Background: an optimization exercise with open tools, aiming at small area, a short achievable clock period and few clock cycles. Do not read the settings as production practice. In this exercise RTL edits were held to simulation tests only and were not proved equivalent to the original. Power figures rest on the tool's default switching activity, not on a simulated workload.

==> flow/design.v (outline; a module is shown in full before it is edited, if it fits) <==
// module pp_tree: 737 lines
// module acc_tree: 259 lines
// module matmul_top: 191 lines
module matmul_top (
  input  wire        clk,
  input  wire        reset_n,
  input  wire        dut_valid,
  output wire        dut_ready,
  output wire [11:0] input_read_address,
  input  wire [31:0] input_read_data,
  output wire [11:0] weight_read_address,
  input  wire [31:0] weight_read_data,
  output wire        result_write_enable,
  output wire [11:0] result_write_address,
  output wire [31:0] result_write_data
);
  // ...
==> flow/flow/run.sh <==
#!/bin/bash
# Standard ORFS layout, with repair_timing aiming for extra setup slack (and
# free to change cell footprints) so the resizer sizes the datapath for a
# shorter period than the 10 ns constraint.
set -euo pipefail
bash standard.sh synth > synth.log 2>&1
bash standard.sh SETUP_SLACK_MARGIN=6.6 MATCH_CELL_FOOTPRINT=0 finish > layout.log 2>&1
==> flow/standard.sh <==
#!/bin/bash
# synth_recipe.tcl (not shown) runs the flow's synth.tcl, then flattens the netlist and writes it again
# the make line also repeats each setting of config.mk as NAME=value (left out here)
make -C /OpenROAD-flow-scripts/flow DESIGN_CONFIG=/design/flow/config.mk WORK_HOME=/design/flow/orfs CLKGATE_MAP_FILE= SYNTH_SCRIPT=/design/flow/synth_recipe.tcl "${@:-finish}"
==> flow/config.mk <==
export PLATFORM = sky130hd
export DESIGN_NAME = matmul_top
export DESIGN_NICKNAME = matmul_top
export VERILOG_FILES = /design/flow/design.v
export SDC_FILE = /design/flow/constraint.sdc
export NUM_CORES = 4
export LEC_CHECK = 0
export CAP_MARGIN = 20
export CORE_MARGIN = 2
export CORE_UTILIZATION = 40
export SLEW_MARGIN = 20
==> flow/constraint.sdc <==
create_clock -name core_clock -period 10.0 [get_ports {clk}]
set_input_delay 2.0000 -clock core_clock [delete_from_list [all_inputs] [get_ports {clk}]]
set_output_delay 2.0000 -clock core_clock [all_outputs]
set_load 0.01 [all_outputs]
==> reports/results.md, run 1 <==
| Item | Value |
|---|---|
| GR Util met2 | 31.9% |
| Number of diodes added for antenna fixing | 0 |
| Mux share of post-synthesis cell area | 0.291% |
| Final-stage net count | 2937 |
| Multi-input gate share of the layout cell area | 49.8% |
| Final hold viol count | 0 |
| Ranking of synthesized cells by instance count | sky130_fd_sc_hd__dfxtp_1, sky130_fd_sc_hd__inv_1, sky130_fd_sc_hd__a22oi_1 |
| Ranking of synthesized cells by area | sky130_fd_sc_hd__dfxtp_1, sky130_fd_sc_hd__fa_1, sky130_fd_sc_hd__xor2_1 |
| Most area-hungry cell class in the final design | multi-input gates |
| Met1 Wirelength | 28300 um |
| Max-slew violation total from the final report | 0 |
| Number of antenna violations at the first check in global routing | 1 |
| Antenna Nets Post-Route | 0 |
| Number of buffers outside the clock class in the layout | 179 |
| Compound-gate portion of the synthesized area | 13.9% |
| Max FFs per register | 96 |
| Setup fix buffers added after clock tree synthesis | 0 |
| Clock tree from TritonCTS | yes |
| Sequential-to-total area share from yosys stat | 34.6% |
| Final Wtd Congestion | 0.855 |
| Top reg by flops | pr_q |
| Timing-limited maximum frequency | 299 MHz |
| EDFF count, synth | 65 |
| Slew at the pin with the worst max-slew slack | 941 ps |
| Most heavily used metal layer in global routing | met2 |
| Setup slack of the critical path after layout | 6650 ps |
| Outcome | no timing/DRC/antenna violations |
| Delay of the slowest cell on the worst path | 500 ps |
| Register area | 0.00887 mm^2 |
| Via count | 17.9k |
Testbench counts, summed over its fixed seeds: cycles 70,323.
==> inputs of run 2 (changes only) <==
--- a/flow/flow/run.sh
+++ b/flow/flow/run.sh
@@ -5,3 +5,3 @@
 set -euo pipefail
 bash standard.sh synth > synth.log 2>&1
-bash standard.sh SETUP_SLACK_MARGIN=6.6 MATCH_CELL_FOOTPRINT=0 finish > layout.log 2>&1
+bash standard.sh SETUP_SLACK_MARGIN=6.9 MATCH_CELL_FOOTPRINT=0 finish > layout.log 2>&1
==> run 2 against run 1 <==
  * Setup slack improved by 120 ps
  * Via count grew 3.4%
  * Critical path type unchanged
  * Count of clock-buffer cells in the layout rose by 10
  * Largest cell class unchanged
  * Still clean on timing, DRC and antenna
  * Largest power group unchanged
  * Critical path depth fell by 1
  * Fmax increased by 3.9%
==> reports/results.md, run 2 <==
| Item | Value | vs previous |
|---|---|---|
| Outcome | no timing/DRC/antenna violations |  |
| Worst vdd rail ir drop | 0.130 mV |  |
| Top reg by flops | pr_q |  |
| Total of max-cap violations | 0 |  |
| Sequential-to-total area share from yosys stat | 34.6% | unchanged |
| H-Tree Depth | 2 |  |
| Final hold viol count | 0 | unchanged |
| Drt first pass iters | 6 |  |
| Share of the synthesized area in the top cell type | 26.9% |  |
| Hold Path Class | flip-flop to flip-flop |  |
| Most frequent standard cell in the layout excluding fill and tap cells | sky130_fd_sc_hd__inv_1 |  |
| Netlist cell types | 63 |  |
| Clock Latency Late Sink | 610 ps |  |
| Worst setup startpoint | a_q[6] |  |
| EDFF count, synth | 65 | unchanged |
| Standard cell core area | 0.0629 mm^2 |  |
| Post-synthesis sequential element count | 406 |  |
| Share of synthesized flip-flops with an asynchronous set or reset | 0% |  |
| Number of nets produced by synthesis | 2884 |  |
| Via count | 18.5k | +3.4% |
| Power density cells | 278 mW/mm^2 |  |
| Final Wtd Congestion | 0.867 | +1.4% |
| Largest net degree at the start of global routing | 79 |  |
| Highest-count cells in the layout ignoring fill and taps | sky130_fd_sc_hd__inv_1, sky130_fd_sc_hd__dfxtp_1, sky130_fd_sc_hd__xor2_1 |  |
| Overall fraction of global-route tracks in use | 21.3% |  |
| Biggest fanout along the worst timing path | 13 |  |
| Max FFs per register | 96 | unchanged |
| Clock net sink count | 406 |  |
| Width of the chip | 256 um |  |
| End-of-flow core utilization | 49.1% |  |
| Fill cells | 5721 |  |
| Worst slew slack as a fraction of its limit | 34.6% |  |
| Area of the multi-input gates | 0.0152 mm^2 |  |
| Ranking of synthesized cells by area | sky130_fd_sc_hd__dfxtp_1, sky130_fd_sc_hd__fa_1, sky130_fd_sc_hd__xor2_1 |  |
| Slew at the pin with the worst max-slew slack | 979 ps | +37.9 ps |
| Ranking of synthesized cells by instance count | sky130_fd_sc_hd__dfxtp_1, sky130_fd_sc_hd__inv_1, sky130_fd_sc_hd__a22oi_1 |  |
| Cell type with the largest total area after synthesis | sky130_fd_sc_hd__dfxtp_1 |  |
| Final routed wire length divided by cell count | 20.0 um |  |
| First-pass GRT wire length | 110000 um |  |
| Setup total negative slack | 0 ps |  |
| Cell count after synthesis | 2522 |  |
| Final Skew | 48.0 ps |  |
| Post-synthesis to final-layout area growth | 21.8% |  |
| Clock tree from TritonCTS | yes |  |
| Timing-limited maximum frequency | 310 MHz | +3.9% |
| Unrepaired setup endpoints after global routing | yes |  |
| Cell area after placement | 0.0275 mm^2 |  |
| Period Utilization, post-route | 32.2% |  |
| Detail Placement HPWL | 46700 um |  |
| Number of diodes added for antenna fixing | 0 | unchanged |
| Data required time at the worst endpoint | 10460 ps |  |
| Total congestion overflow | 0 |  |
| Flip-flop cell with the highest count after synthesis | sky130_fd_sc_hd__dfxtp_1 |  |
| R2R setup slack | 6780 ps |  |
| Port Buf Inserts | 136 |  |
| Number of placement rows | 92 |  |
| I/O pin total | 137 |  |
| Number of remaining DRC errors | 0 |  |
| Maximum buffer depth of the clock tree | 3 |  |
| Worst setup path endpoint | pr_q[89] |  |
| Leakage power total | 12.8 nW |  |
| Total Die Area | 0.0654 mm^2 |  |
| Number of DRC markers after the initial detailed-route iteration | 1529 |  |
| Kind of start point of the critical path | flip-flop |  |
| Logic depth of the worst register-to-register path | 10 |  |
| Root Buffer Master | sky130_fd_sc_hd__clkbuf_16 |  |
| Worst Setup Path Type | flip-flop to flip-flop |  |
| Overall die height | 256 um |  |
| Worst hold-check slack | 327 ps |  |
| Share of cells above drive strength 1 | 17.8% |  |
| Starting Density | 40.3% |  |
| Most frequently used cell type in the post-synthesis netlist | sky130_fd_sc_hd__dfxtp_1 |  |
| CTS buffer count | 46 |  |
| Number of antenna violations at the first check in global routing | 1 | unchanged |
| Final period demand of the worst path | 3220 ps |  |
| Capturing element type of the critical path | flip-flop |  |
| Clock slew at reported path FFs | 60 ps |  |
| Register area | 0.00902 mm^2 | +1.7% |
| Max-slew violation total from the final report | 0 | unchanged |
| Arrival time reported for the critical path endpoint | 3680 ps |  |
| Summed instance area of the synthesized netlist | 0.0254 mm^2 |  |
| Antenna Nets Post-Route | 0 | unchanged |
| R2R Path Start | a_q[6] |  |
| Number of global-route vias before repair | 19.1k |  |
| Number of endpoints failing setup at the final stage | 0 |  |
| Post-route cell area | 0.0309 mm^2 |  |
| Drt via density | 5.22 |  |
| Post-detailed-routing wire length | 70700 um |  |
| R2r endpoint | pr_q[89] |  |
| Avg Synthesized Cell Area | 10.1 um^2 |  |
| Final-stage net count | 3011 | +2.5% |
| Number of warnings issued by yosys | 1 |  |
[run 2: cell counts after synthesis]
No cell type changed its count.
[run 2: worst min-delay path by stage]
stage | from | slack (ps) | endpoint | cells after the start
final | f_t | 330 | f_u | 0
after global placement | f_t | 310 | f_u | 0
after global routing | f_t | 330 | f_u | 0
after CTS | f_t | 330 | f_u | 0
after detailed placement | f_t | 310 | f_u | 0
after floorplan | f_d | 310 | f_t | 0
[run 2: cell families after synthesis]
group	Yosys count	synth area share (%)
AOI/OAI and AO/OA	518	13.9
xor gates and xnor gates	392	13.6
adders and majority gates	295	22.1
buffers and inverters	499	7.44
DFF	406	34.6
muxes	7	0.291
and+or+nand+nor	405	8.03
[run 2: worst max-delay path, stage by stage, from the launching register on]
cell and delay, ps:
sky130_fd_sc_hd__dfxtp_2 350, sky130_fd_sc_hd__buf_12 170, sky130_fd_sc_hd__a22oi_2 210, sky130_fd_sc_hd__xor2_2 200
sky130_fd_sc_hd__fa_1 480, sky130_fd_sc_hd__fa_1 550, sky130_fd_sc_hd__inv_1 50, sky130_fd_sc_hd__fa_1 480
sky130_fd_sc_hd__inv_1 50, sky130_fd_sc_hd__fa_1 470, sky130_fd_sc_hd__inv_1 50
[run 2: where the power goes]
part	total, mW	internal (mW)	switching [mW]
Combinational	4.34	1.92	2.41
Clock	1.81	1.10	0.713
Sequential	2.44	2.19	0.253
[run 2: timing repair]
| action | 4_1_cts | 5_1_grt |
|---|---|---|
| resized for setup | 428 | 87 |
| gates cloned | 10 | 2 |
| pin swaps | 45 | 34 |
| setup buffers | 61 | 5 |
| endpoints found under the setup margin | 108 | 74 |
| hold buffers | 0 | 0 |
[run 2: layout make-up]
type / instances / area share [%]
repair buffers: 251 / 8.76
multi-input cells: 1617 / 49.2
well taps: 846 / 3.43
flip-flops and latches: 406 / 29.2
inverters: 327 / 3.97
clock inverters: 16 / 0.802
clock buffers: 70 / 4.64
[run 2: per-layer routing]
layer  global-route usage (%)  vias up  wire, um
met2                     35.1      732     33000
met4                     7.89        2      2820
li1                         -     8471         -
met1                     27.5     9081     29400
met5                        0        -        13
met3                     4.80      170      5480
[run 2: metrics by stage]
stage	setup WS [ps]	cells	power, mW
after floorplan	6890	2522	5.55
after global placement	6310	3369	6.67
after detailed placement	6270	3369	6.79
after CTS	6770	3526	8.71
after global routing	6700	3533	9.42
final	6780	3533	8.59
==> inputs of run 3 (changes only) <==
==> flow/flow/run.sh (replaced) <==
#!/bin/bash
# Standard ORFS layout, with repair_timing aiming for extra setup slack (and
# free to change cell footprints) so the resizer sizes the datapath for a
# shorter period than the 10 ns constraint; port buffers use buf_1.
set -euo pipefail
bash standard.sh synth > synth.log 2>&1
bash standard.sh SETUP_SLACK_MARGIN=6.9 MATCH_CELL_FOOTPRINT=0 \
  "BUFFER_PORTS_ARGS=-buffer_cell sky130_fd_sc_hd__buf_1" finish > layout.log 2>&1
==> run 3 against run 2 <==
  * Total power decreased by 1.2%
  * Area after synthesis unchanged
  * Final area decreased by 2.0%
  * Largest cell class unchanged
==> reports/results.md, run 3 <==
| Item | Value | vs previous |
|---|---|---|
| Outcome | no timing/DRC/antenna violations |  |
| Ranking of synthesized cells by instance count | sky130_fd_sc_hd__dfxtp_1, sky130_fd_sc_hd__inv_1, sky130_fd_sc_hd__a22oi_1 |  |
| Final Wtd Congestion | 0.856 | -1.3% |
| Clock net sink count | 406 | unchanged |
| Biggest fanout along the worst timing path | 8 | -5 |
| Cell type with the largest total area after synthesis | sky130_fd_sc_hd__dfxtp_1 |  |
| I/O pin total | 137 | unchanged |
| Arrival time reported for the critical path endpoint | 3720 ps | +40 ps |
| Worst vdd rail ir drop | 0.145 mV | +11% |
| Number of endpoints failing setup at the final stage | 0 | unchanged |
| Setup total negative slack | 0 ps | unchanged |
| Hold Path Class | flip-flop to flip-flop |  |
| Drt via density | 5.21 | -0.24% |
| Most frequently used cell type in the post-synthesis netlist | sky130_fd_sc_hd__dfxtp_1 |  |
| Post-route cell area | 0.0303 mm^2 | -2.0% |
| Total of max-cap violations | 0 | unchanged |
| Number of antenna violations at the first check in global routing | 3 | +2 |
| Summed instance area of the synthesized netlist | 0.0254 mm^2 | unchanged |
| Cell area after placement | 0.0266 mm^2 | -3.1% |
| First-pass GRT wire length | 109000 um | -1.2% |
| Antenna Nets Post-Route | 0 | unchanged |
| Share of the synthesized area in the top cell type | 26.9% | unchanged |
| CTS buffer count | 46 | unchanged |
| Sequential-to-total area share from yosys stat | 34.6% | unchanged |
| Number of nets produced by synthesis | 2884 | unchanged |
| Clock slew at reported path FFs | 60 ps | about the same |
| Maximum buffer depth of the clock tree | 3 | unchanged |
| Fill cells | 5887 | +2.9% |
| EDFF count, synth | 65 | unchanged |
| Period Utilization, post-route | 32.3% | +0.058 points |
| Worst setup startpoint | a_q[4] |  |
| Final hold viol count | 0 | unchanged |
| Detail Placement HPWL | 46800 um | +0.28% |
| Overall fraction of global-route tracks in use | 21.1% | -0.25 points |
| R2R Path Start | a_q[4] |  |
| Unrepaired setup endpoints after global routing | yes |  |
| Capturing element type of the critical path | flip-flop |  |
| Slew at the pin with the worst max-slew slack | 973 ps | -6.45 ps |
| Post-detailed-routing wire length | 70400 um | -0.46% |
| Avg Synthesized Cell Area | 10.1 um^2 | unchanged |
| Post-Place Setup Slack | 6140 ps | -129 ps |
| Final Skew | 55.1 ps | +7.14 ps |
| Number of global-route vias before repair | 19.1k | -0.32% |
| Port Buf Inserts | 136 | unchanged |
| Max FFs per register | 96 | unchanged |
| Largest net degree at the start of global routing | 80 | +1.3% |
| Post-synthesis sequential element count | 406 | unchanged |
| Number of placement rows | 92 | unchanged |
| Number of remaining DRC errors | 0 | unchanged |
| Clock Latency Late Sink | 630 ps | +20 ps |
| Starting Density | 40.3% | unchanged |
| H-Tree Depth | 2 | unchanged |
| Leakage power total | 12.4 nW | -2.7% |
| Ranking of synthesized cells by area | sky130_fd_sc_hd__dfxtp_1, sky130_fd_sc_hd__fa_1, sky130_fd_sc_hd__xor2_1 |  |
| Number of DRC markers after the initial detailed-route iteration | 1475 | -3.5% |
| Drt first pass iters | 7 | +1 |
| Overall die height | 256 um | unchanged |
| Share of cells above drive strength 1 | 17.5% | -0.37 points |
| Total Die Area | 0.0654 mm^2 | unchanged |
| Timing-limited maximum frequency | 310 MHz | -0.18% |
| Number of warnings issued by yosys | 1 | unchanged |
| Worst hold-check slack | 326 ps | -0.685 ps |
| Netlist cell types | 63 | unchanged |
| Final-stage net count | 3010 | -0.033% |
| Via count | 18.4k | -0.24% |
| Total congestion overflow | 0 | unchanged |
| Post-synthesis to final-layout area growth | 19.3% |  |
| Max-slew violation total from the final report | 0 | unchanged |
| Power density cells | 281 mW/mm^2 | +0.84% |
| Most frequent standard cell in the layout excluding fill and tap cells | sky130_fd_sc_hd__inv_1 |  |
| Setup slack of the critical path after layout | 6770 ps | -5.79 ps |
| Cell count after synthesis | 2522 | unchanged |
| Clock tree from TritonCTS | yes |  |
| Kind of start point of the critical path | flip-flop |  |
| Data required time at the worst endpoint | 10490 ps | +30 ps |
| Source of the worst hold timing path | f_d |  |
| Highest-count cells in the layout ignoring fill and taps | sky130_fd_sc_hd__inv_1, sky130_fd_sc_hd__dfxtp_1, sky130_fd_sc_hd__xor2_1 |  |
| Standard cell core area | 0.0629 mm^2 | unchanged |
| Top reg by flops | pr_q |  |
| Final routed wire length divided by cell count | 19.9 um | -0.46% |
| Root Buffer Master | sky130_fd_sc_hd__clkbuf_16 |  |
| Worst slew slack as a fraction of its limit | 35.0% | +0.43 points |
| Width of the chip | 256 um | unchanged |
| Quantity of hold-fixing buffers added after cts | 0 | unchanged |
| Worst Setup Path Type | flip-flop to flip-flop |  |
| Final period demand of the worst path | 3230 ps | +5.79 ps |
| Share of synthesized flip-flops with an asynchronous set or reset | 0% | unchanged |
| Flip-flop cell with the highest count after synthesis | sky130_fd_sc_hd__dfxtp_1 |  |
==> run 3: cell counts after synthesis <==
No cell type changed its count.
==> run 3: timing repair <==
action                     4_1_cts  5_1_grt
pin swaps                       28       34
hold endpoints to repair         0        0
setup endpoints to repair       93       78
buffers inserted                48       20
resized for setup              340       93
gates cloned                     7        3
==> run 3: stage by stage <==
stage               total power, mW  cells  util [%]
global placement               6.58   3368      42.4
global route                   9.33   3533      48.1
finish                         8.49   3533      48.1
detailed placement             6.67   3368      42.4
floorplan                      5.55   2522         -
CTS                            8.56   3509      47.3
==> run 3: cell type report <==
class	instances	area (um^2)	area share, %
antenna	1	2.50	0.00827
timing repair buffer	250	2180	7.21
inverter	327	1230	4.06
tap	846	1060	3.50
sequential	406	9020	29.8
multi-input combinational	1617	15100	50.0
clock inverter	23	320	1.06
clock buffer	63	1340	4.42
==> run 3: path summary, 6_finish.rpt <==
path              end  slack, ps  depth (start not counted)
max          pr_q[89]       6770                         10
min reg2reg       f_t        330                          0
max reg2reg  pr_q[89]       6770                         10
min               f_t        330                          0
==> run 3: logic make-up (layout without fill, tap and decap cells) <==
logic type               after synthesis  count (layout)  synth area share (%)
AO/OA/AOI/OAI                        518             518                  13.9
XOR/XNOR                             392             392                  13.6
adder cells (fa/ha/maj)              295             295                  22.1
buffers and inverters                499             663                  7.44
flip-flops                           406             406                  34.6
multiplexers                           7               7                 0.291
other                                  0               1                     0
AND/OR/NAND/NOR                      405             405                  8.03
==> run 3: layer usage <==
metal  global-route usage [%]  vias to the layer above  share of wire [%]
li1                         -                     8460                  -
met1                     27.6                     9020                 42
met2                     34.5                      782                 47
met3                     4.32                      147                8.1
met4                     7.83                        2                3.3
met5                        0                        -              0.018
==> run 3: critical path: stages (launching register included) <==
cell and delay (ps):
sky130_fd_sc_hd__dfxtp_4 350, sky130_fd_sc_hd__buf_12 140, sky130_fd_sc_hd__a22oi_2 190, sky130_fd_sc_hd__xor2_1 250
sky130_fd_sc_hd__fa_1 480, sky130_fd_sc_hd__fa_1 550, sky130_fd_sc_hd__inv_1 50, sky130_fd_sc_hd__fa_1 500
sky130_fd_sc_hd__inv_2 50, sky130_fd_sc_hd__fa_1 490, sky130_fd_sc_hd__inv_1 40
==> run 3: report_power, final <==
| part | internal, mW | total (mW) | switching [mW] |
|---|---|---|---|
| Clock | 1.06 | 1.80 | 0.739 |
| Sequential | 2.19 | 2.45 | 0.255 |
| Combinational | 1.87 | 4.25 | 2.38 |

re-timing with driven ports:
No port has a modelled driver above. Below, the same layouts with a new extraction and two added sets of constraints.
Step 1 (the two cells are an assumption about what drives the block):
set clk [get_ports {clk}]
set_driving_cell -lib_cell sky130_fd_sc_hd__clkbuf_16 $clk
set_driving_cell -lib_cell sky130_fd_sc_hd__buf_2 [delete_from_list [all_inputs] $clk]
Step 2 moves the port delays by t, midway between the first and last clock arrival at a register: inputs arrive t later, outputs are due t later. That takes back most of the time a late clock gives input paths.
a / b / c = no drivers / after step 1 / after step 2; a / b = the first two.
run	shift t [ns]	setup slack, ns	hold slack, ns	worst register clock-pin slew, ns
run 1	0.641	6.654 / 6.654 / 6.375	0.325 / 0.325 / 0.325	0.07 / 0.07
run 2	0.644	6.779 / 6.779 / 6.435	0.327 / 0.327 / 0.327	0.07 / 0.07
run 3	0.660	6.774 / 6.774 / 6.774	0.326 / 0.326 / 0.326	0.07 / 0.07
After both steps every run listed still meets setup and hold. The setup slack of run 2, which loses most, moves by 0.000 ns with the drivers and by -0.344 ns with both steps.
